Source: an optimization exercise on an open RTL-to-GDS flow (aim: small area, a short achievable clock period and few clock cycles per item). Production flows keep margins and buffers that such runs may drop. Where RTL was checked, it was by simulation tests only, not by an equivalence proof against the original.

== JK ==
// sparse_top
module sparse_top #(
  parameter int LANES     = sparse_cfg_pkg::LANES_DEF,
  parameter int DATA_W    = sparse_cfg_pkg::DATA_W_DEF,
  parameter int ACC_W     = sparse_cfg_pkg::ACC_W_DEF,
  parameter int OUT_SHIFT = sparse_cfg_pkg::SHIFT_DEF
) (
  input  logic                    clk,
  input  logic                    rst_n,
  input  logic [LANES*DATA_W-1:0] weights_in,
  input  logic                    weights_valid,
  output logic                    weights_ready,
  input  logic [LANES*DATA_W-1:0] act_packed,
  input  logic [LANES-1:0]        act_mask,
  input  logic                    act_last,
  input  logic                    act_valid,
  output logic                    act_ready,
  output logic [LANES*DATA_W-1:0] out_packed,
  output logic [LANES-1:0]        out_mask,
  output logic                    out_valid,
  input  logic                    out_ready
);
  logic [LANES*DATA_W-1:0] lanes_d;
  logic [LANES*ACC_W-1:0]  acc_lanes;
  logic accept, weight_load, s1_en, acc_en, acc_clr, out_load;
  flow_controller controller (
    .clk(clk), .rst_n(rst_n),
    .weights_valid(weights_valid), .weights_ready(weights_ready),
    .act_valid(act_valid), .act_last(act_last), .act_ready(act_ready),
    .out_valid(out_valid), .out_ready(out_ready),
    .accept(accept), .weight_load(weight_load),
    .s1_en(s1_en), .acc_en(acc_en), .acc_clr(acc_clr), .out_load(out_load)
  );
  sparse_decoder #(.LANES(LANES), .DATA_W(DATA_W)) decoder (
    .act_packed(act_packed), .act_mask(act_mask), .lanes_d(lanes_d)
  );
  mac_lanes #(.LANES(LANES), .DATA_W(DATA_W), .ACC_W(ACC_W)) mac (
    .clk(clk),
    .lanes_d(lanes_d), .accept(accept),
    .weight_load(weight_load), .weight_word(weights_in),
  ...
==> flow/config.mk <==
export PLATFORM = sky130hd
export DESIGN_NAME = sparse_top
export DESIGN_NICKNAME = sparse_top
export VERILOG_FILES = /design/flow/design.v
export SDC_FILE = /design/flow/constraint.sdc
export NUM_CORES = 4
export LEC_CHECK = 0
export ABC_AREA = 1
export CAP_MARGIN = 20
export CORE_MARGIN = 2
export CORE_UTILIZATION = 40
export SETUP_SLACK_MARGIN = 4.3
export SLEW_MARGIN = 20
==> flow/constraint.sdc <==
create_clock -name core_clock -period 7.0 [get_ports {clk}]
set_input_delay 1.4000 -clock core_clock [delete_from_list [all_inputs] [get_ports {clk}]]
set_output_delay 1.4000 -clock core_clock [all_outputs]
set_load 0.01 [all_outputs]
run.sh (not shown) runs the stock make flow with config.mk's settings and CLKGATE_MAP_FILE= SYNTH_SCRIPT=/design/flow/synth_recipe.tcl, a recipe that flattens the netlist after the stock synthesis.
Per the final summary, JK finished and its layout is clean on timing, DRC and antenna.
Testbench counts of JK, summed over its fixed seeds: cycles 11,168, groups 2,400.
Changes in MS relative to JK:
- SETUP_SLACK_MARGIN: 4.3 -> 4
- ABC_AREA: 1 -> unset
- MS did not stop at any stage, and its layout met the timing, DRC and antenna checks.
- MS vs JK, worst-case reg-to-reg path depth went up by 1.
- MS vs. JK: number of levels in the clock H-tree shows no meaningful change, fraction of area in multi-input gates shows an increase of 0.97 points, number of gates on the worst path with buffers counted shows an increase of 1, clock buffer count in the final layout shows an increase of 4.
- sky130_fd_sc_hd__inv_1 as the most common cell after layout, fill and taps aside was reported by JK, and sky130_fd_sc_hd__edfxtp_1 by MS.
- Re transition time at the pin with the least slew margin: MS and JK aren't equal, and the lower value belongs to JK.
- Of MS and JK, the lower wire length belongs to MS.
- JK → MS: post-route cell area went up by 2.2%, all-layer global routing usage shrank by 1.5 points, register-to-register path setup slack has decreased.
#### Input delta (AL over MS)
- a change of CORE_UTILIZATION from 40 to 60
- an added ABC_AREA of 1
- a change of SETUP_SLACK_MARGIN from 4 to 3.8
[summary]
Delta (AL minus MS): number of instances in the placed design shows no meaningful change; cell area shows a reduction of 0.0037 mm2. The count of inserted antenna diode cells on MS is in line with that on AL. Overall die width (MS / AL): 1.2.

---

## exp/ember
sparse_top again, from the RTL that the note above started with.
==> flow/config.mk <==
export PLATFORM = sky130hd
export DESIGN_NAME = sparse_top
export DESIGN_NICKNAME = sparse_top
export VERILOG_FILES = /design/flow/design.v
export SDC_FILE = /design/flow/constraint.sdc
export NUM_CORES = 4
export LEC_CHECK = 0
export ABC_AREA = 1
export CAP_MARGIN = 20
export CORE_MARGIN = 2
export CORE_UTILIZATION = 50
export SETUP_SLACK_MARGIN = 4
export SLEW_MARGIN = 20
export TNS_END_PERCENT = 10
==> flow/constraint.sdc <==
create_clock -name core_clock -period 7.0 [get_ports {clk}]
set_input_delay 1.4000 -clock core_clock [delete_from_list [all_inputs] [get_ports {clk}]]
set_output_delay 1.4000 -clock core_clock [all_outputs]
set_load 0.01 [all_outputs]
Testbench counts of exp/ember, summed over its fixed seeds: cycles 11,168, groups 2,400.
The following lists how exp/yarrow was set up differently from exp/ember:
Settings: SETUP_SLACK_MARGIN now 3.8, was 4; CTS_CLUSTER_DIAMETER now 171, previously not set; CTS_CLUSTER_SIZE now 20, previously not set; TNS_END_PERCENT no longer set, was 10.
[summary]
- Compared with exp/ember, exp/yarrow shows layout overhead on the synthesized area lower by 3.0 points.
- Final period utilization: higher on exp/yarrow
- Compared to exp/ember, exp/yarrow has final cell count 46 lower.
- exp/yarrow vs. exp/ember: non-clock buffer count fell 3; number of detailed-routing iterations run before antenna repair about even.
- On register-to-register slack, exp/yarrow does worse than exp/ember.
- exp/ember → exp/yarrow: share of cell area taken by multi-input logic gates climbed 1.3 points; clock tree buffer count of the final layout saw a decrease.
Input changes introduced in exp/pepper (baseline for comparison: exp/yarrow):
Settings: CTS_CLUSTER_DIAMETER: 171 -> unset; CTS_CLUSTER_SIZE: 20 -> unset.
Findings:
exp/pepper did not stop at any stage, and its layout met the timing, DRC and antenna checks. Going from exp/yarrow to exp/pepper, cell count saw an increase; worst setup slack before clock tree synthesis about even; clock-buffer cell count saw an increase. [compare] base=exp/yarrow new=exp/pepper: via count rose 71; data arrival at the endpoint of the critical path about even; flop-to-flop setup slack about even; achievable frequency about even; total length of routed wires about even.
Inputs modified between exp/pepper and exp/sierra:
Settings: CORE_UTILIZATION now 40, was 50.
### Flow results
Of the two candidates, exp/pepper has the better routed wire length and exp/sierra the worse one.
[compare] base=exp/pepper new=exp/sierra: pin count of the biggest net entering global routing higher.

---

Starting RTL as in the previous note.
## sparse_top
module sparse_top #(
  parameter int LANES     = sparse_cfg_pkg::LANES_DEF,
  parameter int DATA_W    = sparse_cfg_pkg::DATA_W_DEF,
  parameter int ACC_W     = sparse_cfg_pkg::ACC_W_DEF,
  parameter int OUT_SHIFT = sparse_cfg_pkg::SHIFT_DEF
) (
  input  logic                    clk,
  input  logic                    rst_n,
  input  logic [LANES*DATA_W-1:0] weights_in,
  input  logic                    weights_valid,
  output logic                    weights_ready,
  input  logic [LANES*DATA_W-1:0] act_packed,
  input  logic [LANES-1:0]        act_mask,
  input  logic                    act_last,
  input  logic                    act_valid,
  output logic                    act_ready,
  output logic [LANES*DATA_W-1:0] out_packed,
  output logic [LANES-1:0]        out_mask,
  output logic                    out_valid,
  input  logic                    out_ready
);
  logic [LANES*DATA_W-1:0] lanes_d;
  logic [LANES*ACC_W-1:0]  acc_lanes;
  logic accept, weight_load, s1_en, acc_en, acc_clr, out_load;
  flow_controller controller (
    .clk(clk), .rst_n(rst_n),
    .weights_valid(weights_valid), .weights_ready(weights_ready),
    .act_valid(act_valid), .act_last(act_last), .act_ready(act_ready),
    .out_valid(out_valid), .out_ready(out_ready),
    .accept(accept), .weight_load(weight_load),
    .s1_en(s1_en), .acc_en(acc_en), .acc_clr(acc_clr), .out_load(out_load)
  );
  sparse_decoder #(.LANES(LANES), .DATA_W(DATA_W)) decoder (
    .act_packed(act_packed), .act_mask(act_mask), .lanes_d(lanes_d)
  );
  mac_lanes #(.LANES(LANES), .DATA_W(DATA_W), .ACC_W(ACC_W)) mac (
    .clk(clk),
    .lanes_d(lanes_d), .accept(accept),
    .weight_load(weight_load), .weight_word(weights_in),
    .s1_en(s1_en), .acc_en(acc_en), .acc_clr(acc_clr), .acc_lanes(acc_lanes)
  );
  result_encoder #(
    .LANES(LANES), .DATA_W(DATA_W), .ACC_W(ACC_W), .OUT_SHIFT(OUT_SHIFT)
  ) encoder (
    .clk(clk),
  ...
export LEC_CHECK = 0
export ABC_AREA = 1
export CAP_MARGIN = 20
export CORE_MARGIN = 2
export CORE_UTILIZATION = 50
export CTS_CLUSTER_DIAMETER = 250
export CTS_CLUSTER_SIZE = 25
export SETUP_SLACK_MARGIN = 4
export SLEW_MARGIN = 20
export TNS_END_PERCENT = 10
create_clock -name core_clock -period 7.0 [get_ports {clk}]
Testbench counts at the start, summed over its fixed seeds: cycles 11,168, groups 2,400.
Next try:
- CORE_UTILIZATION: 50 -> 40
- CTS_CLUSTER_DIAMETER: 250 -> unset
- CTS_CLUSTER_SIZE: 25 -> unset
- SETUP_SLACK_MARGIN: 4 -> 3.6
- TNS_END_PERCENT: 10 -> unset
The changed run completed without violations.
Via count drops slightly.
Hold slack barely changes.
Non-clock buffer count drops by 21.
Clock-buffer cell count climbs by 27.
Utilization drops by 10 points.
Worst setup slack got worse by 0.14 ns.
Next try:
- SETUP_SLACK_MARGIN: 3.6 -> 4
After rerunning: Die area does not change; via count rose by 3.4%; final cell count climbs by about 1.6%; hold slack barely changes; final area climbs by about 6%; fmax increases by about 8%; wire length went up by about 5%; setup slack improves by 0.24 ns.
Next try:
- CORE_UTILIZATION: 40 -> 50
- SETUP_SLACK_MARGIN: 4 -> 3.8
- TNS_END_PERCENT: unset -> 0
After rerunning:
- The new run ran to the end with no violations
- register-to-register slack is worse by 0.16 ns
- final cell count drops by a few percent
- count of clock-buffer cells in the layout decreases by 7
- die area goes down by about a fifth
- design area shrinks by a few percent
- clock skew came out higher by 0.0093 ns
- first-iteration DRC count shrinks by a few percent
Next try:
- CTS_CLUSTER_DIAMETER: unset -> 250
- CTS_CLUSTER_SIZE: unset -> 25
- TNS_END_PERCENT: 0 -> unset
Core utilization fell by 1.4 points.
Sequential cell count is unchanged.
Count of clock-buffer cells in the layout fell by 27.
Fmax rose by 2.6%.
Final area fell by 2.4%.
Wire length rose by 0.33%.
Setup slack gets better by 0.078 ns.
Die area stays the same.

---

Setup of before:
sparse_top, a different RTL version from the one above (not shown whole).
Size in the first run: about 3500 cells after synthesis, ~27000 um^2 of cells after synthesis.
Settings: LEC_CHECK=0, ABC_AREA=1, CAP_MARGIN=20, CORE_MARGIN=2, CORE_UTILIZATION=40, SETUP_SLACK_MARGIN=3, SLEW_MARGIN=20; clock period 7.0 ns.
diff inputs: before => after
# before
export LEC_CHECK = 0
export ABC_AREA = 1
export CAP_MARGIN = 20
export CORE_MARGIN = 2
export CORE_UTILIZATION = 40
export SETUP_SLACK_MARGIN = 3
export SLEW_MARGIN = 20
create_clock -name core_clock -period 7.0 [get_ports {clk}]
# after
export LEC_CHECK = 0
export CAP_MARGIN = 20
export CORE_MARGIN = 2
export CORE_UTILIZATION = 40
export SETUP_SLACK_MARGIN = 4
export SLEW_MARGIN = 20
create_clock -name core_clock -period 7.0 [get_ports {clk}]
For before, the layer with the highest usage after global routing was met1, unlike after, where it was met2. before reports its critical path's slowest cell as inv_2 while after reports dfrtp_4. Compared with before, after shows a lower synthesized area. In after the half-perimeter wire length after detailed placement turned out 7700 um lower than in before. Higher count of multi-input gates was reported by before, not after. after vs. before: average via count per standard cell went up by 0.52. Post-synthesis to final-layout area growth: before and after compared, lower one is before. Comparing before and after, post-synthesis sequential area ratio is higher on after. Setup WNS before -> after: better. Between before and after, the cell count went down.
No run of this note included a check of the RTL's function; only the layout flow was run.

port drivers added, routing unchanged:
In the flow no input, the clock included, has a driving cell. The finished layouts below were timed again as built, in two steps. Step 1, drivers: a clkbuf_16 drives clk and a buf_2 each remaining input, both assumed. Step 2 moves the port delays by t, midway between the first and last clock arrival at a register: inputs arrive t later, outputs are due t later. That takes back most of the time a late clock gives input paths. Three values: no drivers, after step 1, after step 2; two values: the first two.
run	t (ns)	setup WS [ns]	worst setup path at the end	slew at the worst register clock pin (ns)
JK	0.613	4.085 / 4.085 / 3.848	input to register	0.06 / 0.06
MS	0.617	3.380 / 3.380 / 3.380	register to register	0.06 / 0.06
AL	0.615	3.922 / 3.922 / 3.384	input to register	0.06 / 0.06
exp/ember	0.612	3.946 / 3.946 / 3.444	input to register	0.06 / 0.06
exp/yarrow	0.611	3.922 / 3.922 / 3.430	input to register	0.10 / 0.10
exp/pepper	0.617	3.925 / 3.925 / 3.410	input to register	0.07 / 0.07
exp/sierra	0.619	3.923 / 3.923 / 3.361	input to register	0.06 / 0.06
the first run of note 3	0.583	3.937 / 3.937 / 3.429	input to register	0.11 / 0.11
the second run of note 3	0.615	3.799 / 3.799 / 3.308	input to register	0.06 / 0.06
the third run of note 3	0.619	4.038 / 4.012 / 3.577	input to register	0.07 / 0.07
the fourth run of note 3	0.612	3.876 / 3.876 / 3.349	input to register	0.06 / 0.06
the fifth run of note 3	0.593	3.954 / 3.954 / 3.411	input to register	0.11 / 0.11
before	0.622	3.415 / 3.415 / 2.926	input to register	0.06 / 0.06
after	0.625	3.528 / 3.528 / 3.459	input to register	0.07 / 0.07
After both steps every run listed still meets setup and hold. The setup slack of exp/sierra, which loses most, moves by 0.000 ns with the drivers and by -0.562 ns with both steps.
